Context: an optimization exercise on an open-source flow, tuned for small area. The choices shown serve that exercise and are no tape-out recipe. Only simulation tests tie the RTL to the original design; equivalence was not proved.

==> flow/design.v (outline; a module is shown in full before it is edited, if it fits) <==
// module cordic_top: 1216 lines
module cordic_top (
    input  logic               i_clk,
    input  logic               i_reset,
    input  logic               i_valid,
    input  logic signed [31:0] i_x,
    input  logic signed [31:0] i_y,
    input  logic signed [31:0] i_angle,
    output logic               o_valid,
    output logic signed [31:0] o_x,
    output logic signed [31:0] o_y
);
  // ...
==> flow/run.sh <==
#!/bin/bash
# synth_recipe.tcl (not shown) runs the flow's synth.tcl, then flattens the netlist and writes it again
# the make line also repeats each setting of config.mk as NAME=value (left out here)
make -C /OpenROAD-flow-scripts/flow DESIGN_CONFIG=/design/flow/config.mk WORK_HOME=/design/flow/orfs CLKGATE_MAP_FILE= SYNTH_SCRIPT=/design/flow/synth_recipe.tcl finish
==> flow/config.mk <==
export PLATFORM = sky130hd
export DESIGN_NAME = cordic_top
export DESIGN_NICKNAME = cordic_top
export VERILOG_FILES = /design/flow/design.v
export SDC_FILE = /design/flow/constraint.sdc
export NUM_CORES = 4
export LEC_CHECK = 0
export CAP_MARGIN = 20
export CORE_MARGIN = 2
export CORE_UTILIZATION = 60
export GPL_TIMING_DRIVEN = 0
export SLEW_MARGIN = 20
==> flow/constraint.sdc <==
create_clock -name core_clock -period 6.0 [get_ports {i_clk}]
set_input_delay 1.2000 -clock core_clock [delete_from_list [all_inputs] [get_ports {i_clk}]]
set_output_delay 1.2000 -clock core_clock [all_outputs]
set_load 0.01 [all_outputs]
==> flow_metrics.env, run 1 <==
export IMPL_outcome="failed layout checks"
export IMPL_so_faults="setup timing"
export IMPL_start_util_pct=60.5
export IMPL_worst_slack_ns=-0.282
export IMPL_slew_violations=0
export IMPL_taps=2464
export IMPL_fmax_mhz=159
export IMPL_cts_tree="done"
export IMPL_fp_dieW_um=434
export IMPL_worstHoldEndpoint="q1_r12$_DFF_P_"
export IMPL_ctsResizeCount=363
export IMPL_yosys_area_share_simple_pct=15.0
export IMPL_cp_arrival_ns=5.08
export IMPL_place_congestion=0.954
export IMPL_ys_seq_area_share_pct=29.8
export IMPL_setup_viol=12
export IMPL_top_layer="met5"
export IMPL_hold_buffers=0
export IMPL_drc=0
export IMPL_fin_crit_ns=6.28
export IMPL_finalCritPeriodShare_pct=105
export IMPL_grt_busiest_layer="met2"
export IMPL_cts_made_buffers=175
export IMPL_rsz0062_at_grt="true"
export IMPL_clkbuf_count=233
export IMPL_placed_area_sq_um=116000
export IMPL_worstSetupPathType="reg -> out"
export IMPL_dp_cells=15100
export IMPL_design_seq_count=1647
export IMPL_cts_root_buf="clkbuf_16"
export IMPL_synth_flop_cell="dfxtp_1"
export IMPL_buf_share_pct=3.71
export IMPL_relSlewSlack_pct=24.1
==> run 2, diff against run 1 <==
--- a/flow/design.v
+++ b/flow/design.v
@@ -66,80 +66,93 @@
     assign cx1 = 1'b0;
     assign cy1 = ~p0 ^ fy0;
     logic signed [31:0] xs1, ys1;
     logic cxs1, cys1;
     assign xs1 = exact0 ? xex : x1;
     assign ys1 = exact0 ? yex : y1;
     assign cxs1 = ~exact0 & cx1;
     assign cys1 = ~exact0 & cy1;
+    logic signed [28:0] z3;
+    logic signed [28:0] zp3, zm3;
+    assign zp3 = 29'(add_c(32'(z2), 32'd167458907, 1'b0));
+    assign zm3 = 29'(add_c(32'(z2), ~32'd167458907, 1'b1));
+    assign z3 = d2 ? zp3 : zm3;
+    logic d3;
+    assign d3 = z3[28];
+    logic signed [31:0] x2, y2, tx1, ty1;
+    logic signed [31:0] sy1, sx1;
+    assign sy1 = ys1 >>> 1;
+    assign sx1 = xs1 >>> 1;
+    assign ty1 = sy1 & {32{~exact0}};
+    assign tx1 = sx1 & {32{~exact0}};
+    logic fy1;
+    assign fy1 = d1 ^ ~d2;
+    logic cx2, cy2;
+    logic [16:0] xl2, yl2;
+    assign xl2 = add_h(xs1[15:0], ty1[15:0], cys1 & ~exact0, fy1);
+    assign yl2 = add_h(~ys1[15:0], tx1[15:0], cxs1 & ~exact0, 1'b0);
+    logic signed [31:0] xm2, ym2;
+    assign xm2 = {xs1[31:16], xl2[15:0]};
+    assign ym2 = {ys1[31:16], yl2[15:0]};
+    logic kx2, ky2, fxk2, fyk2;
+    assign kx2 = xl2[16];
+    assign ky2 = yl2[16];
+    assign fxk2 = fy1;
+    assign fyk2 = 1'b0;
+    assign cx2 = cxs1 ^ fy1;
+    assign cy2 = ~cys1 ^ 1'b0;
     logic signed [31:0] x_r1;
     logic signed [31:0] y_r1;
-    logic signed [29:0] z_r1;
+    logic signed [28:0] z_r1;
     logic [0:0] d1_r1;
+    logic [0:0] d2_r1;
     logic [0:0] cx_r1;
     logic [0:0] cy_r1;
+    logic [0:0] kx_r1;
+    logic [0:0] ky_r1;
+    logic [0:0] fxk_r1;
+    logic [0:0] fyk_r1;
     logic [0:0] flip_r1;
     logic [0:0] ex_r1;
     logic [0:0] q1_r1;
-    logic d2_r1;
-    assign d2_r1 = z_r1[29];
+    logic d3_r1;
+    assign d3_r1 = z_r1[28];
     logic v_r1;
-    logic signed [28:0] z3;
-    logic signed [28:0] zp3, zm3;
-    assign zp3 = 29'(add_c(32'(z_r1), 32'd167458907, 1'b0));
-    assign zm3 = 29'(add_c(32'(z_r1), ~32'd167458907, 1'b1));
-    assign z3 = d2_r1 ? zp3 : zm3;
-    logic d3;
-    assign d3 = z3[28];
-    logic signed [31:0] x2, y2, tx1, ty1;
-    logic signed [31:0] sy1, sx1;
-    assign sy1 = y_r1 >>> 1;
-    assign sx1 = x_r1 >>> 1;
-    assign ty1 = sy1 & {32{~ex_r1}};
-    assign tx1 = sx1 & {32{~ex_r1}};
-    logic fy1;
-    assign fy1 = d1_r1 ^ ~d2_r1;
-    logic cx2, cy2;
-    assign x2 = add_x(x_r1, ty1, cy_r1 & ~ex_r1, fy1);
-    assign y2 = add_c(~y_r1, tx1, cx_r1 & ~ex_r1);
-    assign cx2 = cx_r1 ^ fy1;
-    assign cy2 = ~cy_r1;
-    logic signed [31:0] x_r2;
-    logic signed [31:0] y_r2;
-    logic signed [28:0] z_r2;
-    logic [0:0] d2_r2;
-    logic [0:0] cx_r2;
-    logic [0:0] cy_r2;
-    logic [0:0] flip_r2;
-    logic [0:0] ex_r2;
-    logic [0:0] q1_r2;
-    logic d3_r2;
-    assign d3_r2 = z_r2[28];
-    logic v_r2;
+    logic signed [31:0] sxh1, syh1;
+    assign syh1 = y_r1 >>> 1;
+    assign sxh1 = x_r1 >>> 1;
+    logic [15:0] tyh1, txh1;
+    assign tyh1 = syh1[31:16] & {16{~ex_r1}};
+    assign txh1 = sxh1[31:16] & {16{~ex_r1}};
+    logic [16:0] xh2, yh2;
+    assign xh2 = add_h(x_r1[31:16], tyh1, kx_r1, fxk_r1);
+    assign yh2 = add_h(~y_r1[31:16], txh1, ky_r1, fyk_r1);
+    assign x2 = {xh2[15:0], x_r1[15:0]};
+    assign y2 = {yh2[15:0], y_r1[15:0]};
     logic signed [27:0] z4;
     logic signed [27:0] zp4, zm4;
-    assign zp4 = 28'(add_c(32'(z_r2), 32'd85004756, 1'b0));
-    assign zm4 = 28'(add_c(32'(z_r2), ~32'd85004756, 1'b1));
-    assign z4 = d3_r2 ? zp4 : zm4;
+    assign zp4 = 28'(add_c(32'(z_r1), 32'd85004756, 1'b0));
+    assign zm4 = 28'(add_c(32'(z_r1), ~32'd85004756, 1'b1));
+    assign z4 = d3_r1 ? zp4 : zm4;
     logic d4;
     assign d4 = z4[27];
     logic signed [31:0] x3, y3, tx2, ty2;
     logic signed [31:0] sy2, sx2;
-    assign sy2 = y_r2 >>> 2;
-    assign sx2 = x_r2 >>> 2;
-    assign ty2 = sy2 & {32{~ex_r2}};
-    assign tx2 = sx2 & {32{~ex_r2}};
+    assign sy2 = y2 >>> 2;
+    assign sx2 = x2 >>> 2;
+    assign ty2 = sy2 & {32{~ex_r1}};
+    assign tx2 = sx2 & {32{~ex_r1}};
     logic fy2;
-    assign fy2 = d2_r2 ^ ~d3_r2;
+    assign fy2 = d2_r1 ^ ~d3_r1;
     logic cx3, cy3;
-    assign x3 = add_c(x_r2, ty2, cy_r2 & ~ex_r2);
-    assign y3 = add_x(~y_r2, tx2, cx_r2 & ~ex_r2, fy2);
-    assign cx3 = cx_r2;
-    assign cy3 = ~cy_r2 ^ fy2;
+    assign x3 = add_c(x2, ty2, cy_r1 & ~ex_r1);
+    assign y3 = add_x(~y2, tx2, cx_r1 & ~ex_r1, fy2);
+    assign cx3 = cx_r1;
+    assign cy3 = ~cy_r1 ^ fy2;
     logic signed [31:0] x_r3;
     logic signed [31:0] y_r3;
     logic signed [27:0] z_r3;
     logic [0:0] d3_r3;
     logic [0:0] cx_r3;
     logic [0:0] cy_r3;
     logic [0:0] flip_r3;
     logic [0:0] ex_r3;
@@ -162,80 +175,93 @@
     assign tx3 = sx3 & {32{~ex_r3}};
     logic fy3;
     assign fy3 = d3_r3 ^ ~d4_r3;
     logic cx4, cy4;
     assign x4 = add_x(x_r3, ty3, cy_r3 & ~ex_r3, fy3);
     assign y4 = add_c(~y_r3, tx3, cx_r3 & ~ex_r3);
     assign cx4 = cx_r3 ^ fy3;
     assign cy4 = ~cy_r3;
+    logic signed [25:0] z6;
+    logic signed [25:0] zp6, zm6;
+    assign zp6 = 26'(add_c(32'(z5), 32'd21354465, 1'b0));
+    assign zm6 = 26'(add_c(32'(z5), ~32'd21354465, 1'b1));
+    assign z6 = d5 ? zp6 : zm6;
+    logic d6;
+    assign d6 = z6[25];
+    logic signed [31:0] x5, y5, tx4, ty4;
+    logic signed [31:0] sy4, sx4;
+    assign sy4 = y4 >>> 4;
+    assign sx4 = x4 >>> 4;
+    assign ty4 = sy4 & {32{~ex_r3}};
+    assign tx4 = sx4 & {32{~ex_r3}};
+    logic fy4;
+    assign fy4 = d4_r3 ^ ~d5;
+    logic cx5, cy5;
+    logic [16:0] xl5, yl5;
+    assign xl5 = add_h(x4[15:0], ty4[15:0], cy4 & ~ex_r3, 1'b0);
+    assign yl5 = add_h(~y4[15:0], tx4[15:0], cx4 & ~ex_r3, fy4);
+    logic signed [31:0] xm5, ym5;
+    assign xm5 = {x4[31:16], xl5[15:0]};
+    assign ym5 = {y4[31:16], yl5[15:0]};
+    logic kx5, ky5, fxk5, fyk5;
+    assign kx5 = xl5[16];
+    assign ky5 = yl5[16];
+    assign fxk5 = 1'b0;
+    assign fyk5 = fy4;
+    assign cx5 = cx4 ^ 1'b0;
+    assign cy5 = ~cy4 ^ fy4;
     logic signed [31:0] x_r4;
     logic signed [31:0] y_r4;
-    logic signed [26:0] z_r4;
+    logic signed [25:0] z_r4;
     logic [0:0] d4_r4;
+    logic [0:0] d5_r4;
     logic [0:0] cx_r4;
     logic [0:0] cy_r4;
+    logic [0:0] kx_r4;
+    logic [0:0] ky_r4;
+    logic [0:0] fxk_r4;
+    logic [0:0] fyk_r4;
     logic [0:0] flip_r4;
     logic [0:0] ex_r4;
     logic [0:0] q1_r4;
-    logic d5_r4;
-    assign d5_r4 = z_r4[26];
+    logic d6_r4;
+    assign d6_r4 = z_r4[25];
     logic v_r4;
-    logic signed [25:0] z6;
-    logic signed [25:0] zp6, zm6;
-    assign zp6 = 26'(add_c(32'(z_r4), 32'd21354465, 1'b0));
-    assign zm6 = 26'(add_c(32'(z_r4), ~32'd21354465, 1'b1));
-    assign z6 = d5_r4 ? zp6 : zm6;
-    logic d6;
-    assign d6 = z6[25];
-    logic signed [31:0] x5, y5, tx4, ty4;
-    logic signed [31:0] sy4, sx4;
-    assign sy4 = y_r4 >>> 4;
-    assign sx4 = x_r4 >>> 4;
-    assign ty4 = sy4 & {32{~ex_r4}};
-    assign tx4 = sx4 & {32{~ex_r4}};
-    logic fy4;
-    assign fy4 = d4_r4 ^ ~d5_r4;
-    logic cx5, cy5;
-    assign x5 = add_c(x_r4, ty4, cy_r4 & ~ex_r4);
-    assign y5 = add_x(~y_r4, tx4, cx_r4 & ~ex_r4, fy4);
-    assign cx5 = cx_r4;
-    assign cy5 = ~cy_r4 ^ fy4;
-    logic signed [31:0] x_r5;
-    logic signed [31:0] y_r5;
-    logic signed [25:0] z_r5;
-    logic [0:0] d5_r5;
-    logic [0:0] cx_r5;
-    logic [0:0] cy_r5;
-    logic [0:0] flip_r5;
-    logic [0:0] ex_r5;
-    logic [0:0] q1_r5;
-    logic d6_r5;
-    assign d6_r5 = z_r5[25];
-    logic v_r5;
+    logic signed [31:0] sxh4, syh4;
+    assign syh4 = y_r4 >>> 4;
+    assign sxh4 = x_r4 >>> 4;
+    logic [15:0] tyh4, txh4;
+    assign tyh4 = syh4[31:16] & {16{~ex_r4}};
+    assign txh4 = sxh4[31:16] & {16{~ex_r4}};
+    logic [16:0] xh5, yh5;
+    assign xh5 = add_h(x_r4[31:16], tyh4, kx_r4, fxk_r4);
+    assign yh5 = add_h(~y_r4[31:16], txh4, ky_r4, fyk_r4);
+    assign x5 = {xh5[15:0], x_r4[15:0]};
+    assign y5 = {yh5[15:0], y_r4[15:0]};
     logic signed [24:0] z7;
     logic signed [24:0] zp7, zm7;
-    assign zp7 = 25'(add_c(32'(z_r5), 32'd10679838, 1'b0));
-    assign zm7 = 25'(add_c(32'(z_r5), ~32'd10679838, 1'b1));
-    assign z7 = d6_r5 ? zp7 : zm7;
+    assign zp7 = 25'(add_c(32'(z_r4), 32'd10679838, 1'b0));
+    assign zm7 = 25'(add_c(32'(z_r4), ~32'd10679838, 1'b1));
+    assign z7 = d6_r4 ? zp7 : zm7;
     logic d7;
     assign d7 = z7[24];
     logic signed [31:0] x6, y6, tx5, ty5;
     logic signed [31:0] sy5, sx5;
-    assign sy5 = y_r5 >>> 5;
-    assign sx5 = x_r5 >>> 5;
-    assign ty5 = sy5 & {32{~ex_r5}};
-    assign tx5 = sx5 & {32{~ex_r5}};
+    assign sy5 = y5 >>> 5;
+    assign sx5 = x5 >>> 5;
+    assign ty5 = sy5 & {32{~ex_r4}};
+    assign tx5 = sx5 & {32{~ex_r4}};
     logic fy5;
-    assign fy5 = d5_r5 ^ ~d6_r5;
+    assign fy5 = d5_r4 ^ ~d6_r4;
     logic cx6, cy6;
-    assign x6 = add_x(x_r5, ty5, cy_r5 & ~ex_r5, fy5);
-    assign y6 = add_c(~y_r5, tx5, cx_r5 & ~ex_r5);
-    assign cx6 = cx_r5 ^ fy5;
-    assign cy6 = ~cy_r5;
+    assign x6 = add_x(x5, ty5, cy_r4 & ~ex_r4, fy5);
+    assign y6 = add_c(~y5, tx5, cx_r4 & ~ex_r4);
+    assign cx6 = cx_r4 ^ fy5;
+    assign cy6 = ~cy_r4;
     logic signed [31:0] x_r6;
     logic signed [31:0] y_r6;
     logic signed [24:0] z_r6;
     logic [0:0] d6_r6;
     logic [0:0] cx_r6;
     logic [0:0] cy_r6;
     logic [0:0] flip_r6;
     logic [0:0] ex_r6;
@@ -258,80 +284,93 @@
     assign tx6 = sx6 & {32{~ex_r6}};
     logic fy6;
     assign fy6 = d6_r6 ^ ~d7_r6;
     logic cx7, cy7;
     assign x7 = add_c(x_r6, ty6, cy_r6 & ~ex_r6);
     assign y7 = add_x(~y_r6, tx6, cx_r6 & ~ex_r6, fy6);
     assign cx7 = cx_r6;
     assign cy7 = ~cy_r6 ^ fy6;
+    logic signed [22:0] z9;
+    logic signed [22:0] zp9, zm9;
+    assign zp9 = 23'(add_c(32'(z8), 32'd2670163, 1'b0));
+    assign zm9 = 23'(add_c(32'(z8), ~32'd2670163, 1'b1));
+    assign z9 = d8 ? zp9 : zm9;
+    logic d9;
+    assign d9 = z9[22];
+    logic signed [31:0] x8, y8, tx7, ty7;
+    logic signed [31:0] sy7, sx7;
+    assign sy7 = y7 >>> 7;
+    assign sx7 = x7 >>> 7;
+    assign ty7 = sy7 & {32{~ex_r6}};
+    assign tx7 = sx7 & {32{~ex_r6}};
+    logic fy7;
+    assign fy7 = d7_r6 ^ ~d8;
+    logic cx8, cy8;
+    logic [16:0] xl8, yl8;
+    assign xl8 = add_h(x7[15:0], ty7[15:0], cy7 & ~ex_r6, fy7);
+    assign yl8 = add_h(~y7[15:0], tx7[15:0], cx7 & ~ex_r6, 1'b0);
+    logic signed [31:0] xm8, ym8;
+    assign xm8 = {x7[31:16], xl8[15:0]};
+    assign ym8 = {y7[31:16], yl8[15:0]};
+    logic kx8, ky8, fxk8, fyk8;
+    assign kx8 = xl8[16];
+    assign ky8 = yl8[16];
+    assign fxk8 = fy7;
+    assign fyk8 = 1'b0;
+    assign cx8 = cx7 ^ fy7;
+    assign cy8 = ~cy7 ^ 1'b0;
     logic signed [31:0] x_r7;
     logic signed [31:0] y_r7;
-    logic signed [23:0] z_r7;
+    logic signed [22:0] z_r7;
     logic [0:0] d7_r7;
+    logic [0:0] d8_r7;
     logic [0:0] cx_r7;
     logic [0:0] cy_r7;
+    logic [0:0] kx_r7;
+    logic [0:0] ky_r7;
+    logic [0:0] fxk_r7;
+    logic [0:0] fyk_r7;
     logic [0:0] flip_r7;
     logic [0:0] ex_r7;
     logic [0:0] q1_r7;
-    logic d8_r7;
-    assign d8_r7 = z_r7[23];
+    logic d9_r7;
+    assign d9_r7 = z_r7[22];
     logic v_r7;
-    logic signed [22:0] z9;
-    logic signed [22:0] zp9, zm9;
-    assign zp9 = 23'(add_c(32'(z_r7), 32'd2670163, 1'b0));
-    assign zm9 = 23'(add_c(32'(z_r7), ~32'd2670163, 1'b1));
-    assign z9 = d8_r7 ? zp9 : zm9;
-    logic d9;
-    assign d9 = z9[22];
-    logic signed [31:0] x8, y8, tx7, ty7;
-    logic signed [31:0] sy7, sx7;
-    assign sy7 = y_r7 >>> 7;
-    assign sx7 = x_r7 >>> 7;
-    assign ty7 = sy7 & {32{~ex_r7}};
-    assign tx7 = sx7 & {32{~ex_r7}};
-    logic fy7;
-    assign fy7 = d7_r7 ^ ~d8_r7;
-    logic cx8, cy8;
-    assign x8 = add_x(x_r7, ty7, cy_r7 & ~ex_r7, fy7);
-    assign y8 = add_c(~y_r7, tx7, cx_r7 & ~ex_r7);
-    assign cx8 = cx_r7 ^ fy7;
-    assign cy8 = ~cy_r7;
-    logic signed [31:0] x_r8;
-    logic signed [31:0] y_r8;
-    logic signed [22:0] z_r8;
-    logic [0:0] d8_r8;
-    logic [0:0] cx_r8;
-    logic [0:0] cy_r8;
-    logic [0:0] flip_r8;
-    logic [0:0] ex_r8;
-    logic [0:0] q1_r8;
-    logic d9_r8;
-    assign d9_r8 = z_r8[22];
-    logic v_r8;
+    logic signed [31:0] sxh7, syh7;
+    assign syh7 = y_r7 >>> 7;
+    assign sxh7 = x_r7 >>> 7;
+    logic [15:0] tyh7, txh7;
+    assign tyh7 = syh7[31:16] & {16{~ex_r7}};
+    assign txh7 = sxh7[31:16] & {16{~ex_r7}};
+    logic [16:0] xh8, yh8;
+    assign xh8 = add_h(x_r7[31:16], tyh7, kx_r7, fxk_r7);
+    assign yh8 = add_h(~y_r7[31:16], txh7, ky_r7, fyk_r7);
+    assign x8 = {xh8[15:0], x_r7[15:0]};
+    assign y8 = {yh8[15:0], y_r7[15:0]};
     logic signed [21:0] z10;
     logic signed [21:0] zp10, zm10;
-    assign zp10 = 22'(add_c(32'(z_r8), 32'd1335087, 1'b0));
-    assign zm10 = 22'(add_c(32'(z_r8), ~32'd1335087, 1'b1));
-    assign z10 = d9_r8 ? zp10 : zm10;
+    assign zp10 = 22'(add_c(32'(z_r7), 32'd1335087, 1'b0));
+    assign zm10 = 22'(add_c(32'(z_r7), ~32'd1335087, 1'b1));
+    assign z10 = d9_r7 ? zp10 : zm10;
     logic d10;
     assign d10 = z10[21];
     logic signed [31:0] x9, y9, tx8, ty8;
     logic signed [31:0] sy8, sx8;
-    assign sy8 = y_r8 >>> 8;
-    assign sx8 = x_r8 >>> 8;
-    assign ty8 = sy8 & {32{~ex_r8}};
-    assign tx8 = sx8 & {32{~ex_r8}};
+    assign sy8 = y8 >>> 8;
+    assign sx8 = x8 >>> 8;
+    assign ty8 = sy8 & {32{~ex_r7}};
+    assign tx8 = sx8 & {32{~ex_r7}};
     logic fy8;
-    assign fy8 = d8_r8 ^ ~d9_r8;
+    assign fy8 = d8_r7 ^ ~d9_r7;
     logic cx9, cy9;
-    assign x9 = add_c(x_r8, ty8, cy_r8 & ~ex_r8);
-    assign y9 = add_x(~y_r8, tx8, cx_r8 & ~ex_r8, fy8);
-    assign cx9 = cx_r8;
-    assign cy9 = ~cy_r8 ^ fy8;
+    assign x9 = add_c(x8, ty8, cy_r7 & ~ex_r7);
+    assign y9 = add_x(~y8, tx8, cx_r7 & ~ex_r7, fy8);
+    assign cx9 = cx_r7;
+    assign cy9 = ~cy_r7 ^ fy8;
     logic signed [31:0] x_r9;
     logic signed [31:0] y_r9;
     logic signed [21:0] z_r9;
     logic [0:0] d9_r9;
     logic [0:0] cx_r9;
     logic [0:0] cy_r9;
     logic [0:0] flip_r9;
     logic [0:0] ex_r9;
@@ -354,80 +393,93 @@
     assign tx9 = sx9 & {32{~ex_r9}};
     logic fy9;
     assign fy9 = d9_r9 ^ ~d10_r9;
     logic cx10, cy10;
     assign x10 = add_x(x_r9, ty9, cy_r9 & ~ex_r9, fy9);
     assign y10 = add_c(~y_r9, tx9, cx_r9 & ~ex_r9);
     assign cx10 = cx_r9 ^ fy9;
     assign cy10 = ~cy_r9;
+    logic signed [19:0] z12;
+    logic signed [19:0] zp12, zm12;
+    assign zp12 = 20'(add_c(32'(z11), 32'd333772, 1'b0));
+    assign zm12 = 20'(add_c(32'(z11), ~32'd333772, 1'b1));
+    assign z12 = d11 ? zp12 : zm12;
+    logic d12;
+    assign d12 = z12[19];
+    logic signed [31:0] x11, y11, tx10, ty10;
+    logic signed [31:0] sy10, sx10;
+    assign sy10 = y10 >>> 10;
+    assign sx10 = x10 >>> 10;
+    assign ty10 = sy10 & {32{~ex_r9}};
+    assign tx10 = sx10 & {32{~ex_r9}};
+    logic fy10;
+    assign fy10 = d10_r9 ^ ~d11;
+    logic cx11, cy11;
+    logic [16:0] xl11, yl11;
+    assign xl11 = add_h(x10[15:0], ty10[15:0], cy10 & ~ex_r9, 1'b0);
+    assign yl11 = add_h(~y10[15:0], tx10[15:0], cx10 & ~ex_r9, fy10);
+    logic signed [31:0] xm11, ym11;
+    assign xm11 = {x10[31:16], xl11[15:0]};
+    assign ym11 = {y10[31:16], yl11[15:0]};
+    logic kx11, ky11, fxk11, fyk11;
+    assign kx11 = xl11[16];
+    assign ky11 = yl11[16];
+    assign fxk11 = 1'b0;
+    assign fyk11 = fy10;
+    assign cx11 = cx10 ^ 1'b0;
+    assign cy11 = ~cy10 ^ fy10;
     logic signed [31:0] x_r10;
     logic signed [31:0] y_r10;
-    logic signed [20:0] z_r10;
+    logic signed [19:0] z_r10;
     logic [0:0] d10_r10;
+    logic [0:0] d11_r10;
     logic [0:0] cx_r10;
     logic [0:0] cy_r10;
+    logic [0:0] kx_r10;
+    logic [0:0] ky_r10;
+    logic [0:0] fxk_r10;
+    logic [0:0] fyk_r10;
     logic [0:0] flip_r10;
     logic [0:0] ex_r10;
     logic [0:0] q1_r10;
-    logic d11_r10;
-    assign d11_r10 = z_r10[20];
+    logic d12_r10;
+    assign d12_r10 = z_r10[19];
     logic v_r10;
-    logic signed [19:0] z12;
-    logic signed [19:0] zp12, zm12;
-    assign zp12 = 20'(add_c(32'(z_r10), 32'd333772, 1'b0));
-    assign zm12 = 20'(add_c(32'(z_r10), ~32'd333772, 1'b1));
-    assign z12 = d11_r10 ? zp12 : zm12;
-    logic d12;
-    assign d12 = z12[19];
-    logic signed [31:0] x11, y11, tx10, ty10;
-    logic signed [31:0] sy10, sx10;
-    assign sy10 = y_r10 >>> 10;
-    assign sx10 = x_r10 >>> 10;
-    assign ty10 = sy10 & {32{~ex_r10}};
-    assign tx10 = sx10 & {32{~ex_r10}};
-    logic fy10;
-    assign fy10 = d10_r10 ^ ~d11_r10;
-    logic cx11, cy11;
-    assign x11 = add_c(x_r10, ty10, cy_r10 & ~ex_r10);
-    assign y11 = add_x(~y_r10, tx10, cx_r10 & ~ex_r10, fy10);
-    assign cx11 = cx_r10;
-    assign cy11 = ~cy_r10 ^ fy10;
-    logic signed [31:0] x_r11;
-    logic signed [31:0] y_r11;
-    logic signed [19:0] z_r11;
-    logic [0:0] d11_r11;
-    logic [0:0] cx_r11;
-    logic [0:0] cy_r11;
-    logic [0:0] flip_r11;
-    logic [0:0] ex_r11;
-    logic [0:0] q1_r11;
-    logic d12_r11;
-    assign d12_r11 = z_r11[19];
-    logic v_r11;
+    logic signed [31:0] sxh10, syh10;
+    assign syh10 = y_r10 >>> 10;
+    assign sxh10 = x_r10 >>> 10;
+    logic [15:0] tyh10, txh10;
+    assign tyh10 = syh10[31:16] & {16{~ex_r10}};
+    assign txh10 = sxh10[31:16] & {16{~ex_r10}};
+    logic [16:0] xh11, yh11;
+    assign xh11 = add_h(x_r10[31:16], tyh10, kx_r10, fxk_r10);
+    assign yh11 = add_h(~y_r10[31:16], txh10, ky_r10, fyk_r10);
+    assign x11 = {xh11[15:0], x_r10[15:0]};
+    assign y11 = {yh11[15:0], y_r10[15:0]};
     logic signed [18:0] z13;
     logic signed [18:0] zp13, zm13;
-    assign zp13 = 19'(add_c(32'(z_r11), 32'd166886, 1'b0));
-    assign zm13 = 19'(add_c(32'(z_r11), ~32'd166886, 1'b1));
-    assign z13 = d12_r11 ? zp13 : zm13;
+    assign zp13 = 19'(add_c(32'(z_r10), 32'd166886, 1'b0));
+    assign zm13 = 19'(add_c(32'(z_r10), ~32'd166886, 1'b1));
+    assign z13 = d12_r10 ? zp13 : zm13;
     logic d13;
     assign d13 = z13[18];
     logic signed [31:0] x12, y12, tx11, ty11;
     logic signed [31:0] sy11, sx11;
-    assign sy11 = y_r11 >>> 11;
-    assign sx11 = x_r11 >>> 11;
-    assign ty11 = sy11 & {32{~ex_r11}};
-    assign tx11 = sx11 & {32{~ex_r11}};
+    assign sy11 = y11 >>> 11;
+    assign sx11 = x11 >>> 11;
+    assign ty11 = sy11 & {32{~ex_r10}};
+    assign tx11 = sx11 & {32{~ex_r10}};
     logic fy11;
-    assign fy11 = d11_r11 ^ ~d12_r11;
+    assign fy11 = d11_r10 ^ ~d12_r10;
     logic cx12, cy12;
-    assign x12 = add_x(x_r11, ty11, cy_r11 & ~ex_r11, fy11);
-    assign y12 = add_c(~y_r11, tx11, cx_r11 & ~ex_r11);
-    assign cx12 = cx_r11 ^ fy11;
-    assign cy12 = ~cy_r11;
+    assign x12 = add_x(x11, ty11, cy_r10 & ~ex_r10, fy11);
+    assign y12 = add_c(~y11, tx11, cx_r10 & ~ex_r10);
+    assign cx12 = cx_r10 ^ fy11;
+    assign cy12 = ~cy_r10;
     logic signed [31:0] x_r12;
     logic signed [31:0] y_r12;
     logic signed [18:0] z_r12;
     logic [0:0] d12_r12;
     logic [0:0] cx_r12;
     logic [0:0] cy_r12;
     logic [0:0] flip_r12;
     logic [0:0] ex_r12;
@@ -450,71 +502,84 @@
     assign tx12 = sx12 & {32{~ex_r12}};
     logic fy12;
     assign fy12 = d12_r12 ^ ~d13_r12;
     logic cx13, cy13;
     assign x13 = add_c(x_r12, ty12, cy_r12 & ~ex_r12);
     assign y13 = add_x(~y_r12, tx12, cx_r12 & ~ex_r12, fy12);
     assign cx13 = cx_r12;
     assign cy13 = ~cy_r12 ^ fy12;
+    logic signed [16:0] z15;
+    logic signed [16:0] zp15, zm15;
+    assign zp15 = 17'(add_c(32'(z14), 32'd41722, 1'b0));
+    assign zm15 = 17'(add_c(32'(z14), ~32'd41722, 1'b1));
+    assign z15 = d14 ? zp15 : zm15;
+    logic d15;
+    assign d15 = z15[16];
+    logic signed [31:0] x14, y14, tx13, ty13;
+    logic signed [31:0] sy13, sx13;
+    assign sy13 = y13 >>> 13;
+    assign sx13 = x13 >>> 13;
+    assign ty13 = sy13 & {32{~ex_r12}};
+    assign tx13 = sx13 & {32{~ex_r12}};
+    logic fy13;
+    assign fy13 = d13_r12 ^ ~d14;
+    logic cx14, cy14;
+    logic [16:0] xl14, yl14;
+    assign xl14 = add_h(x13[15:0], ty13[15:0], cy13 & ~ex_r12, fy13);
+    assign yl14 = add_h(~y13[15:0], tx13[15:0], cx13 & ~ex_r12, 1'b0);
+    logic signed [31:0] xm14, ym14;
+    assign xm14 = {x13[31:16], xl14[15:0]};
+    assign ym14 = {y13[31:16], yl14[15:0]};
+    logic kx14, ky14, fxk14, fyk14;
+    assign kx14 = xl14[16];
+    assign ky14 = yl14[16];
+    assign fxk14 = fy13;
+    assign fyk14 = 1'b0;
+    assign cx14 = cx13 ^ fy13;
+    assign cy14 = ~cy13 ^ 1'b0;
     logic signed [31:0] x_r13;
     logic signed [31:0] y_r13;
-    logic signed [17:0] z_r13;
     logic [0:0] d13_r13;
+    logic [0:0] d14_r13;
+    logic [0:0] d15_r13;
     logic [0:0] cx_r13;
     logic [0:0] cy_r13;
+    logic [0:0] kx_r13;
+    logic [0:0] ky_r13;
+    logic [0:0] fxk_r13;
+    logic [0:0] fyk_r13;
     logic [0:0] flip_r13;
     logic [0:0] ex_r13;
     logic [0:0] q1_r13;
-    logic d14_r13;
-    assign d14_r13 = z_r13[17];
     logic v_r13;
-    logic signed [16:0] z15;
-    logic signed [16:0] zp15, zm15;
-    assign zp15 = 17'(add_c(32'(z_r13), 32'd41722, 1'b0));
-    assign zm15 = 17'(add_c(32'(z_r13), ~32'd41722, 1'b1));
-    assign z15 = d14_r13 ? zp15 : zm15;
-    logic d15;
-    assign d15 = z15[16];
-    logic signed [31:0] x14, y14, tx13, ty13;
-    logic signed [31:0] sy13, sx13;
-    assign sy13 = y_r13 >>> 13;
-    assign sx13 = x_r13 >>> 13;
-    assign ty13 = sy13 & {32{~ex_r13}};
-    assign tx13 = sx13 & {32{~ex_r13}};
-    logic fy13;
-    assign fy13 = d13_r13 ^ ~d14_r13;
-    logic cx14, cy14;
-    assign x14 = add_x(x_r13, ty13, cy_r13 & ~ex_r13, fy13);
-    assign y14 = add_c(~y_r13, tx13, cx_r13 & ~ex_r13);
-    assign cx14 = cx_r13 ^ fy13;
-    assign cy14 = ~cy_r13;
-    logic signed [31:0] x_r14;
-    logic signed [31:0] y_r14;
-    logic [0:0] d14_r14;
-    logic [0:0] d15_r14;
-    logic [0:0] cx_r14;
-    logic [0:0] cy_r14;
-    logic [0:0] flip_r14;
-    logic [0:0] ex_r14;
-    logic [0:0] q1_r14;
-    logic v_r14;
+    logic signed [31:0] sxh13, syh13;
+    assign syh13 = y_r13 >>> 13;
+    assign sxh13 = x_r13 >>> 13;
+    logic [15:0] tyh13, txh13;
+    assign tyh13 = syh13[31:16] & {16{~ex_r13}};
+    assign txh13 = sxh13[31:16] & {16{~ex_r13}};
+    logic [16:0] xh14, yh14;
+    assign xh14 = add_h(x_r13[31:16], tyh13, kx_r13, fxk_r13);
+    assign yh14 = add_h(~y_r13[31:16], txh13, ky_r13, fyk_r13);
+    assign x14 = {xh14[15:0], x_r13[15:0]};
+    assign y14 = {yh14[15:0], y_r13[15:0]};
     logic signed [31:0] x15, y15, tx14, ty14;
     logic signed [31:0] sy14, sx14;
-    assign sy14 = y_r14 >>> 14;
-    assign sx14 = x_r14 >>> 14;
-    assign ty14 = sy14 & {32{~ex_r14}};
-    assign tx14 = sx14 & {32{~ex_r14}};
+    assign sy14 = y14 >>> 14;
+    assign sx14 = x14 >>> 14;
+    assign ty14 = sy14 & {32{~ex_r13}};
+    assign tx14 = sx14 & {32{~ex_r13}};
     logic fy14;
-    assign fy14 = d14_r14 ^ ~d15_r14;
+    assign fy14 = d14_r13 ^ ~d15_r13;
     logic cx15, cy15;
-    assign x15 = add_c(x_r14, ty14, cy_r14 & ~ex_r14);
-    assign y15 = add_x(~y_r14, tx14, cx_r14 & ~ex_r14, fy14);
-    assign cx15 = cx_r14;
-    assign cy15 = ~cy_r14 ^ fy14;
+    assign x15 = add_c(x14, ty14, cy_r13 & ~ex_r13);
+    assign y15 = add_x(~y14, tx14, cx_r13 & ~ex_r13, fy14);
+    assign cx15 = cx_r13;
+    assign cy15 = ~cy_r13 ^ fy14;
     logic signed [31:0] x_r15;
     logic signed [31:0] y_r15;
     logic [0:0] d15_r15;
     logic [0:0] cx_r15;
     logic [0:0] cy_r15;
     logic [0:0] flip_r15;
     logic [0:0] ex_r15;
     logic [0:0] q1_r15;
@@ -626,150 +691,130 @@
     assign fsy = y_r22 >>> 14;
     assign fay = y_r22 ^ {31{fny}};
     assign fby = ex_r22 ? {31{~q1_r22}} : (fsy ^ {31{~fny}});
     assign fy = 31'(add_f(32'(fay), 32'(fby), 1'b1));
     assign o_x = {fx[30], fx};
     assign o_y = {fy[30], fy};
     assign o_valid = v_r22;
     always_ff @(posedge i_clk) begin
-        x_r1 <= xs1;
-        y_r1 <= ys1;
-        z_r1 <= z2;
+        x_r1 <= xm2;
+        y_r1 <= ym2;
+        z_r1 <= z3;
         d1_r1 <= d1;
-        cx_r1 <= cxs1;
-        cy_r1 <= cys1;
+        d2_r1 <= d2;
+        cx_r1 <= cx2;
+        cy_r1 <= cy2;
+        kx_r1 <= kx2;
+        ky_r1 <= ky2;
+        fxk_r1 <= fxk2;
+        fyk_r1 <= fyk2;
         flip_r1 <= flip0;
         ex_r1 <= exact0;
         q1_r1 <= ny0;
-        x_r2 <= x2;
-        y_r2 <= y2;
-        z_r2 <= z3;
-        d2_r2 <= d2_r1;
-        cx_r2 <= cx2;
-        cy_r2 <= cy2;
-        flip_r2 <= flip_r1;
-        ex_r2 <= ex_r1;
-        q1_r2 <= q1_r1;
         x_r3 <= x3;
         y_r3 <= y3;
         z_r3 <= z4;
-        d3_r3 <= d3_r2;
+        d3_r3 <= d3_r1;
         cx_r3 <= cx3;
         cy_r3 <= cy3;
-        flip_r3 <= flip_r2;
-        ex_r3 <= ex_r2;
-        q1_r3 <= q1_r2;
-        x_r4 <= x4;
-        y_r4 <= y4;
-        z_r4 <= z5;
+        flip_r3 <= flip_r1;
+        ex_r3 <= ex_r1;
+        q1_r3 <= q1_r1;
+        x_r4 <= xm5;
+        y_r4 <= ym5;
+        z_r4 <= z6;
         d4_r4 <= d4_r3;
-        cx_r4 <= cx4;
-        cy_r4 <= cy4;
+        d5_r4 <= d5;
+        cx_r4 <= cx5;
+        cy_r4 <= cy5;
+        kx_r4 <= kx5;
+        ky_r4 <= ky5;
+        fxk_r4 <= fxk5;
+        fyk_r4 <= fyk5;
         flip_r4 <= flip_r3;
         ex_r4 <= ex_r3;
         q1_r4 <= q1_r3;
-        x_r5 <= x5;
-        y_r5 <= y5;
-        z_r5 <= z6;
-        d5_r5 <= d5_r4;
-        cx_r5 <= cx5;
-        cy_r5 <= cy5;
-        flip_r5 <= flip_r4;
-        ex_r5 <= ex_r4;
-        q1_r5 <= q1_r4;
         x_r6 <= x6;
         y_r6 <= y6;
         z_r6 <= z7;
-        d6_r6 <= d6_r5;
+        d6_r6 <= d6_r4;
         cx_r6 <= cx6;
         cy_r6 <= cy6;
-        flip_r6 <= flip_r5;
-        ex_r6 <= ex_r5;
-        q1_r6 <= q1_r5;
-        x_r7 <= x7;
-        y_r7 <= y7;
-        z_r7 <= z8;
+        flip_r6 <= flip_r4;
+        ex_r6 <= ex_r4;
+        q1_r6 <= q1_r4;
+        x_r7 <= xm8;
+        y_r7 <= ym8;
+        z_r7 <= z9;
         d7_r7 <= d7_r6;
-        cx_r7 <= cx7;
-        cy_r7 <= cy7;
+        d8_r7 <= d8;
+        cx_r7 <= cx8;
+        cy_r7 <= cy8;
+        kx_r7 <= kx8;
+        ky_r7 <= ky8;
+        fxk_r7 <= fxk8;
+        fyk_r7 <= fyk8;
         flip_r7 <= flip_r6;
         ex_r7 <= ex_r6;
         q1_r7 <= q1_r6;
-        x_r8 <= x8;
-        y_r8 <= y8;
-        z_r8 <= z9;
-        d8_r8 <= d8_r7;
-        cx_r8 <= cx8;
-        cy_r8 <= cy8;
-        flip_r8 <= flip_r7;
-        ex_r8 <= ex_r7;
-        q1_r8 <= q1_r7;
         x_r9 <= x9;
         y_r9 <= y9;
         z_r9 <= z10;
-        d9_r9 <= d9_r8;
+        d9_r9 <= d9_r7;
         cx_r9 <= cx9;
         cy_r9 <= cy9;
-        flip_r9 <= flip_r8;
-        ex_r9 <= ex_r8;
-        q1_r9 <= q1_r8;
-        x_r10 <= x10;
-        y_r10 <= y10;
-        z_r10 <= z11;
+        flip_r9 <= flip_r7;
+        ex_r9 <= ex_r7;
+        q1_r9 <= q1_r7;
+        x_r10 <= xm11;
+        y_r10 <= ym11;
+        z_r10 <= z12;
         d10_r10 <= d10_r9;
-        cx_r10 <= cx10;
-        cy_r10 <= cy10;
+        d11_r10 <= d11;
+        cx_r10 <= cx11;
+        cy_r10 <= cy11;
+        kx_r10 <= kx11;
+        ky_r10 <= ky11;
+        fxk_r10 <= fxk11;
+        fyk_r10 <= fyk11;
         flip_r10 <= flip_r9;
         ex_r10 <= ex_r9;
         q1_r10 <= q1_r9;
-        x_r11 <= x11;
-        y_r11 <= y11;
-        z_r11 <= z12;
-        d11_r11 <= d11_r10;
-        cx_r11 <= cx11;
-        cy_r11 <= cy11;
-        flip_r11 <= flip_r10;
-        ex_r11 <= ex_r10;
-        q1_r11 <= q1_r10;
         x_r12 <= x12;
         y_r12 <= y12;
         z_r12 <= z13;
-        d12_r12 <= d12_r11;
+        d12_r12 <= d12_r10;
         cx_r12 <= cx12;
         cy_r12 <= cy12;
-        flip_r12 <= flip_r11;
-        ex_r12 <= ex_r11;
-        q1_r12 <= q1_r11;
-        x_r13 <= x13;
-        y_r13 <= y13;
-        z_r13 <= z14;
+        flip_r12 <= flip_r10;
+        ex_r12 <= ex_r10;
+        q1_r12 <= q1_r10;
+        x_r13 <= xm14;
+        y_r13 <= ym14;
         d13_r13 <= d13_r12;
-        cx_r13 <= cx13;
-        cy_r13 <= cy13;
+        d14_r13 <= d14;
+        d15_r13 <= d15;
+        cx_r13 <= cx14;
+        cy_r13 <= cy14;
+        kx_r13 <= kx14;
+        ky_r13 <= ky14;
+        fxk_r13 <= fxk14;
+        fyk_r13 <= fyk14;
         flip_r13 <= flip_r12;
         ex_r13 <= ex_r12;
         q1_r13 <= q1_r12;
-        x_r14 <= x14;
-        y_r14 <= y14;
-        d14_r14 <= d14_r13;
-        d15_r14 <= d15;
-        cx_r14 <= cx14;
-        cy_r14 <= cy14;
-        flip_r14 <= flip_r13;
-        ex_r14 <= ex_r13;
-        q1_r14 <= q1_r13;
         x_r15 <= x15;
         y_r15 <= y15;
-        d15_r15 <= d15_r14;
+        d15_r15 <= d15_r13;
         cx_r15 <= cx15;
         cy_r15 <= cy15;
-        flip_r15 <= flip_r14;
-        ex_r15 <= ex_r14;
-        q1_r15 <= q1_r14;
+        flip_r15 <= flip_r13;
+        ex_r15 <= ex_r13;
+        q1_r15 <= q1_r13;
         x_r16 <= x16;
         y_r16 <= y16;
         cx_r16 <= cx16;
         cy_r16 <= cy16;
         flip_r16 <= flip_r15;
         ex_r16 <= ex_r15;
         q1_r16 <= q1_r15;
         x_r18 <= g2x;
@@ -792,50 +837,40 @@
         cy_r22 <= cy_r20;
         flip_r22 <= flip_r20;
         ex_r22 <= ex_r20;
         q1_r22 <= q1_r20;
     end
     always_ff @(posedge i_clk or negedge i_reset) begin
         if (!i_reset) begin
             v_r1 <= 1'b0;
-            v_r2 <= 1'b0;
             v_r3 <= 1'b0;
             v_r4 <= 1'b0;
-            v_r5 <= 1'b0;
             v_r6 <= 1'b0;
             v_r7 <= 1'b0;
-            v_r8 <= 1'b0;
             v_r9 <= 1'b0;
             v_r10 <= 1'b0;
-            v_r11 <= 1'b0;
             v_r12 <= 1'b0;
             v_r13 <= 1'b0;
-            v_r14 <= 1'b0;
             v_r15 <= 1'b0;
             v_r16 <= 1'b0;
             v_r18 <= 1'b0;
             v_r20 <= 1'b0;
             v_r22 <= 1'b0;
         end else begin
             v_r1 <= i_valid;
-            v_r2 <= v_r1;
-            v_r3 <= v_r2;
+            v_r3 <= v_r1;
             v_r4 <= v_r3;
-            v_r5 <= v_r4;
-            v_r6 <= v_r5;
+            v_r6 <= v_r4;
             v_r7 <= v_r6;
-            v_r8 <= v_r7;
-            v_r9 <= v_r8;
+            v_r9 <= v_r7;
             v_r10 <= v_r9;
-            v_r11 <= v_r10;
-            v_r12 <= v_r11;
+            v_r12 <= v_r10;
             v_r13 <= v_r12;
-            v_r14 <= v_r13;
-            v_r15 <= v_r14;
+            v_r15 <= v_r13;
             v_r16 <= v_r15;
             v_r18 <= v_r16;
             v_r20 <= v_r18;
             v_r22 <= v_r20;
         end
     end
     function automatic logic [31:0] add_c(input logic [31:0] a, input logic [31:0] b, input logic c);
         logic [31:0] p, g, gg, pp;
@@ -945,16 +980,76 @@
             g2[28] = gg[28] | (pp[28] & gg[15]); p2[28] = pp[28] & pp[15];
             g2[29] = gg[29] | (pp[29] & gg[15]); p2[29] = pp[29] & pp[15];
             g2[30] = gg[30] | (pp[30] & gg[15]); p2[30] = pp[30] & pp[15];
             g2[31] = gg[31] | (pp[31] & gg[15]); p2[31] = pp[31] & pp[15];
             gg = g2; pp = p2;
         end
         add_c = p ^ {gg[30:0], c};
     endfunction
+    function automatic logic [16:0] add_h(input logic [15:0] a, input logic [15:0] b, input logic c, input logic f);
+        logic [15:0] p, g, gg, pp;
+        p = a ^ b;
+        g = a & b;
+        g[0] = g[0] | (p[0] & c);
+        gg = g; pp = p;
+        begin : hlvl_0
+            logic [15:0] g2, p2;
+            g2 = gg; p2 = pp;
+            g2[1] = gg[1] | (pp[1] & gg[0]); p2[1] = pp[1] & pp[0];
+            g2[3] = gg[3] | (pp[3] & gg[2]); p2[3] = pp[3] & pp[2];
+            g2[5] = gg[5] | (pp[5] & gg[4]); p2[5] = pp[5] & pp[4];
+            g2[7] = gg[7] | (pp[7] & gg[6]); p2[7] = pp[7] & pp[6];
+            g2[9] = gg[9] | (pp[9] & gg[8]); p2[9] = pp[9] & pp[8];
+            g2[11] = gg[11] | (pp[11] & gg[10]); p2[11] = pp[11] & pp[10];
+            g2[13] = gg[13] | (pp[13] & gg[12]); p2[13] = pp[13] & pp[12];
+            g2[15] = gg[15] | (pp[15] & gg[14]); p2[15] = pp[15] & pp[14];
+            gg = g2; pp = p2;
+        end
+        begin : hlvl_1
+            logic [15:0] g2, p2;
+            g2 = gg; p2 = pp;
+            g2[2] = gg[2] | (pp[2] & gg[1]); p2[2] = pp[2] & pp[1];
+            g2[3] = gg[3] | (pp[3] & gg[1]); p2[3] = pp[3] & pp[1];
+            g2[6] = gg[6] | (pp[6] & gg[5]); p2[6] = pp[6] & pp[5];
+            g2[7] = gg[7] | (pp[7] & gg[5]); p2[7] = pp[7] & pp[5];
+            g2[10] = gg[10] | (pp[10] & gg[9]); p2[10] = pp[10] & pp[9];
+            g2[11] = gg[11] | (pp[11] & gg[9]); p2[11] = pp[11] & pp[9];
+            g2[14] = gg[14] | (pp[14] & gg[13]); p2[14] = pp[14] & pp[13];
+            g2[15] = gg[15] | (pp[15] & gg[13]); p2[15] = pp[15] & pp[13];
+            gg = g2; pp = p2;
+        end
+        begin : hlvl_2
+            logic [15:0] g2, p2;
+            g2 = gg; p2 = pp;
+            g2[4] = gg[4] | (pp[4] & gg[3]); p2[4] = pp[4] & pp[3];
+            g2[5] = gg[5] | (pp[5] & gg[3]); p2[5] = pp[5] & pp[3];
+            g2[6] = gg[6] | (pp[6] & gg[3]); p2[6] = pp[6] & pp[3];
+            g2[7] = gg[7] | (pp[7] & gg[3]); p2[7] = pp[7] & pp[3];
+            g2[12] = gg[12] | (pp[12] & gg[11]); p2[12] = pp[12] & pp[11];
+            g2[13] = gg[13] | (pp[13] & gg[11]); p2[13] = pp[13] & pp[11];
+            g2[14] = gg[14] | (pp[14] & gg[11]); p2[14] = pp[14] & pp[11];
+            g2[15] = gg[15] | (pp[15] & gg[11]); p2[15] = pp[15] & pp[11];
+            gg = g2; pp = p2;
+        end
+        begin : hlvl_3
+            logic [15:0] g2, p2;
+            g2 = gg; p2 = pp;
+            g2[8] = gg[8] | (pp[8] & gg[7]); p2[8] = pp[8] & pp[7];
+            g2[9] = gg[9] | (pp[9] & gg[7]); p2[9] = pp[9] & pp[7];
+            g2[10] = gg[10] | (pp[10] & gg[7]); p2[10] = pp[10] & pp[7];
+            g2[11] = gg[11] | (pp[11] & gg[7]); p2[11] = pp[11] & pp[7];
+            g2[12] = gg[12] | (pp[12] & gg[7]); p2[12] = pp[12] & pp[7];
+            g2[13] = gg[13] | (pp[13] & gg[7]); p2[13] = pp[13] & pp[7];
+            g2[14] = gg[14] | (pp[14] & gg[7]); p2[14] = pp[14] & pp[7];
+            g2[15] = gg[15] | (pp[15] & gg[7]); p2[15] = pp[15] & pp[7];
+            gg = g2; pp = p2;
+        end
+        add_h = {gg[15], (p ^ {16{f}}) ^ {gg[14:0], c}};
+    endfunction
     function automatic logic [31:0] add_x(input logic [31:0] a, input logic [31:0] b, input logic c, input logic f);
         logic [31:0] p, g, gg, pp;
         p = a ^ b;
         g = a & b;
         g[0] = g[0] | (p[0] & c);
         gg = g; pp = p;
         begin : lvl_7
             logic [31:0] g2, p2;
==> run 2 against run 1 <==
Against the previous run: the layout still fails its checks (setup timing); area after synthesis decreased by 8.8%; via count decreased by 4.0%; sequential cell count decreased by 459; fmax decreased by 1.2%; core utilization increased by 0.53 points; register-to-register slack got worse by 0.14 ns; clock-buffer cell count decreased by 57; wire length decreased by 5.8%; final area decreased by 8.0%; die area decreased by 8.7%; highest routed layer is now met4.
==> flow_metrics.env, run 2 <==
export IMPL_yosys_area_share_simple_pct=15.8
export IMPL_grt_met3_usage_pct=3.34
export IMPL_antenna_found_initial=6
export IMPL_die_height_um=415
export IMPL_dp_hpwl_um=216000
export IMPL_hold_buffers=0
export IMPL_utilization_pct=68.9
export IMPL_worst_slack_ns=-0.358
export IMPL_fin_setup_tns_ns=-1.75
export IMPL_dr_pass1_iters=6
export IMPL_grt_overflow=0
export IMPL_fill_cells=13600
export IMPL_ys_top_cells_by_area="dfxtp_1 23%, ha_1 18%, xnor2_1 12%, xor2_1 5.4%, nor2b_1 3.9%"
export IMPL_cp_arrival_ns=7.01
export IMPL_layout_common_cells="1,465 x ha_1, 1,346 x xnor2_1, 1,160 x dfxtp_1, 1,014 x nor2_1, 911 x inv_1"
export IMPL_relSlewSlack_pct=15.7
export IMPL_cts_tree="done"
export IMPL_syn_avg_cell_area_sq_um=8.66
export IMPL_rows=150
export IMPL_clock_latency_ns=0.79
export IMPL_h_tree_depth=4
export IMPL_viasPerCell=5.66
export IMPL_synth_cells=11700
export IMPL_numPortBuffers=155
export IMPL_crit_fanout=4
export IMPL_clock_path_buffers=3
export IMPL_synth_compound_area_share_pct=14.7
export IMPL_fin_skew_ns=0.0230
export IMPL_coreArea_sq_um=167000
export IMPL_start_kind="register"
export IMPL_synth_top_area_share_pct=23.2
export IMPL_grt_busiest_layer="met2"
export IMPL_ys_ff_latch=1188
export IMPL_yosysMostFrequentCell="ha_1"
export IMPL_crit_required_ns=6.66
export IMPL_start_util_pct=60.5
export IMPL_rsz0062_at_grt="true"
export IMPL_drc=0
export IMPL_yosysWarningCount=1
export IMPL_synth_adder_area_share_pct=21.9
export IMPL_outcome="failed layout checks"
export IMPL_finalCritPeriodShare_pct=106
export IMPL_worstSetupPathType="reg -> reg"
export IMPL_first_iter_violations=4478
export IMPL_rrSetupSlack_ns=-0.36
export IMPL_hold_path_class="reg -> reg"
export IMPL_clk_pin_slew_worst_paths_ns=0.06
export IMPL_nNetsFinal=14000
export IMPL_yosys_top_cells_count="1,478 x ha_1, 1,393 x xnor2_1, 1,174 x dfxtp_1"
export IMPL_cap_violations=0
export IMPL_endpoint_kind="register"
export IMPL_multi_input_area_sq_um=75400
export IMPL_setup_viol=9
export IMPL_slew_violations=0
export IMPL_drive_above_1_share_pct=9.44
export IMPL_synth_enable_flop_cells=0
export IMPL_synth_flop_cell="dfxtp_1"
export IMPL_hold_violations=0
export IMPL_max_stage_delay_ns=0.44
export IMPL_dr_total_vias=82300
export IMPL_syn_to_final_growth_pct=14.0
export IMPL_synth_top_family_by_area="adder cells"
export IMPL_antenna_left=0
export IMPL_yosysTopAreaCell="dfxtp_1"
export IMPL_async_reset_ff_share_pct=1.18
export IMPL_muxShareOfSynthArea_pct=1.94
export IMPL_grt_pass1_vias=81600
export IMPL_ys_seq_area_share_pct=23.6
export IMPL_yosysUniqueCellTypes=111
export IMPL_grt_pass1_wl_um=420000
export IMPL_so_faults="setup timing"
export IMPL_regArea_sq_um=23900
export IMPL_grtUsageMet1_pct=38.8
export IMPL_wire_per_inst_um=18.3
export IMPL_cpMostUsedCell="a21o_1"
export IMPL_routed_wirelength_um=266000
export IMPL_worstMarginPinSlew_ns=1.23
export IMPL_synthXorXnorAreaFrac_pct=17.6
export IMPL_synth_cell_area_sq_um=101000
export IMPL_fp_dieW_um=415
export IMPL_cts_sinks=1188
export IMPL_cts_made_buffers=134
export IMPL_place_congestion=0.931
export IMPL_met2_usage_pct=52.0
export IMPL_io_pins=164
export IMPL_grt_max_degree=20
export IMPL_fmax_mhz=157
export IMPL_cts_root_buf="clkbuf_16"
export IMPL_die_area_sq_um=172000
export IMPL_fin_crit_ns=6.36
export IMPL_critical_path_slowest_cell="o41ai_4"
export IMPL_layout_commonest_cell="ha_1"
export IMPL_track_usage_pct=29.8
-- run 2: per-layer routing --
layer,wire (um),part of all wire (%),up-vias
met5,0,0,-
met3,11900,4.5,425
li1,-,-,40900
met2,128000,48,1718
met1,119000,45,39300
met4,6940,2.6,0
-- run 2: through the flow --
stage          hold slack (ns)  setup WS, ns  cells  cell area, sq um
2_1_floorplan            0.310       -0.0814  11700            101000
3_3_place_gp             0.310         -2.26  14100            106000
3_5_place_dp             0.312         -2.00  14100            106000
4_1_cts                  0.317        -0.271  14400            113000
5_1_grt                  0.330        -0.614  14500            115000
6_report                 0.313        -0.358  14500            115000
-- run 2: critical path, delay by kind of cell (launching register included) --
family	cells	cell delay (ns)
simple gates	5	0.89
buf+inv	5	0.57
xor+xnor	2	0.49
fa+ha+maj	3	0.91
compound gates	13	3.05
flops	1	0.33
-- run 2: logic make-up (layout without fill, tap and decap cells) --
logic type / after synthesis / count (layout)
AND/OR/NAND/NOR: 3169 / 3169
flip-flops: 1188 / 1188
adder cells (fa/ha/maj): 1662 / 1662
buffers and inverters: 1195 / 1829
other: 1 / 3
multiplexers: 191 / 191
AO/OA/AOI/OAI: 2267 / 2267
XOR/XNOR: 2021 / 2021
-- run 2: layout make-up --
class | instances | share of cell area, %
multi-input combinational | 9311 | 65.4
sequential | 1188 | 20.7
clock buffer | 176 | 3.37
timing repair buffer | 409 | 3.08
inverter | 919 | 3.00
tap | 2204 | 2.39
buffer | 264 | 1.38
clock inverter | 61 | 0.707
antenna | 2 | 0.00434
-- run 2: path summary, 6_finish.rpt --
path	depth (start not counted)	endpoint	startpoint
setup / recovery	28	y_r22[30]$_DFF_P_	ex_r20$_DFF_P_
hold / removal	0	z_r10[0]$_DFF_P_	z_r9[0]$_DFF_P_
setup reg to reg	28	y_r22[30]$_DFF_P_	ex_r20$_DFF_P_
hold reg to reg	0	z_r10[0]$_DFF_P_	z_r9[0]$_DFF_P_
max in group asynchronous	1	v_r22$_DFF_PN0_	i_reset
min in group asynchronous	1	v_r1$_DFF_PN0_	i_reset
-- run 2: what timing repair did --
action / CTS / global route
pin swaps: 139 / 224
setup buffers: 114 / 133
gates resized for setup: 441 / 370
cloned: 3 / 1
setup endpoints to repair: 354 / 160

[afterwards: timing with drivers on the ports]
How much do the figures lean on ideal ports? The routed layouts below were timed once more, with nothing changed but the port constraints. Step 1 (the two cells are an assumption about what drives the block):
set clk [get_ports {i_clk}]
set_driving_cell -lib_cell sky130_fd_sc_hd__clkbuf_16 $clk
set_driving_cell -lib_cell sky130_fd_sc_hd__buf_2 [delete_from_list [all_inputs] $clk]
Step 2 adds t to the input delays and takes it off the output delays; t is the mean of the earliest and latest rising clock arrival at the registers after step 1. Input paths then give back, and output paths get back, about the clock's delay inside the block. Slacks: ideal ports / drivers / drivers and shift; pairs: ideal ports / drivers.
run | t (ns) | slack for setup (ns) | worst hold slack (ns)
run 1 | 0.905 | -0.282 / -0.372 / -0.558 | 0.322 / 0.322 / 0.322
run 2 | 0.861 | -0.358 / -0.376 / -0.652 | 0.313 / 0.313 / 0.313
For run 2, which loses most, drivers alone change the setup slack by -0.018 ns; drivers and shift together by -0.294 ns.
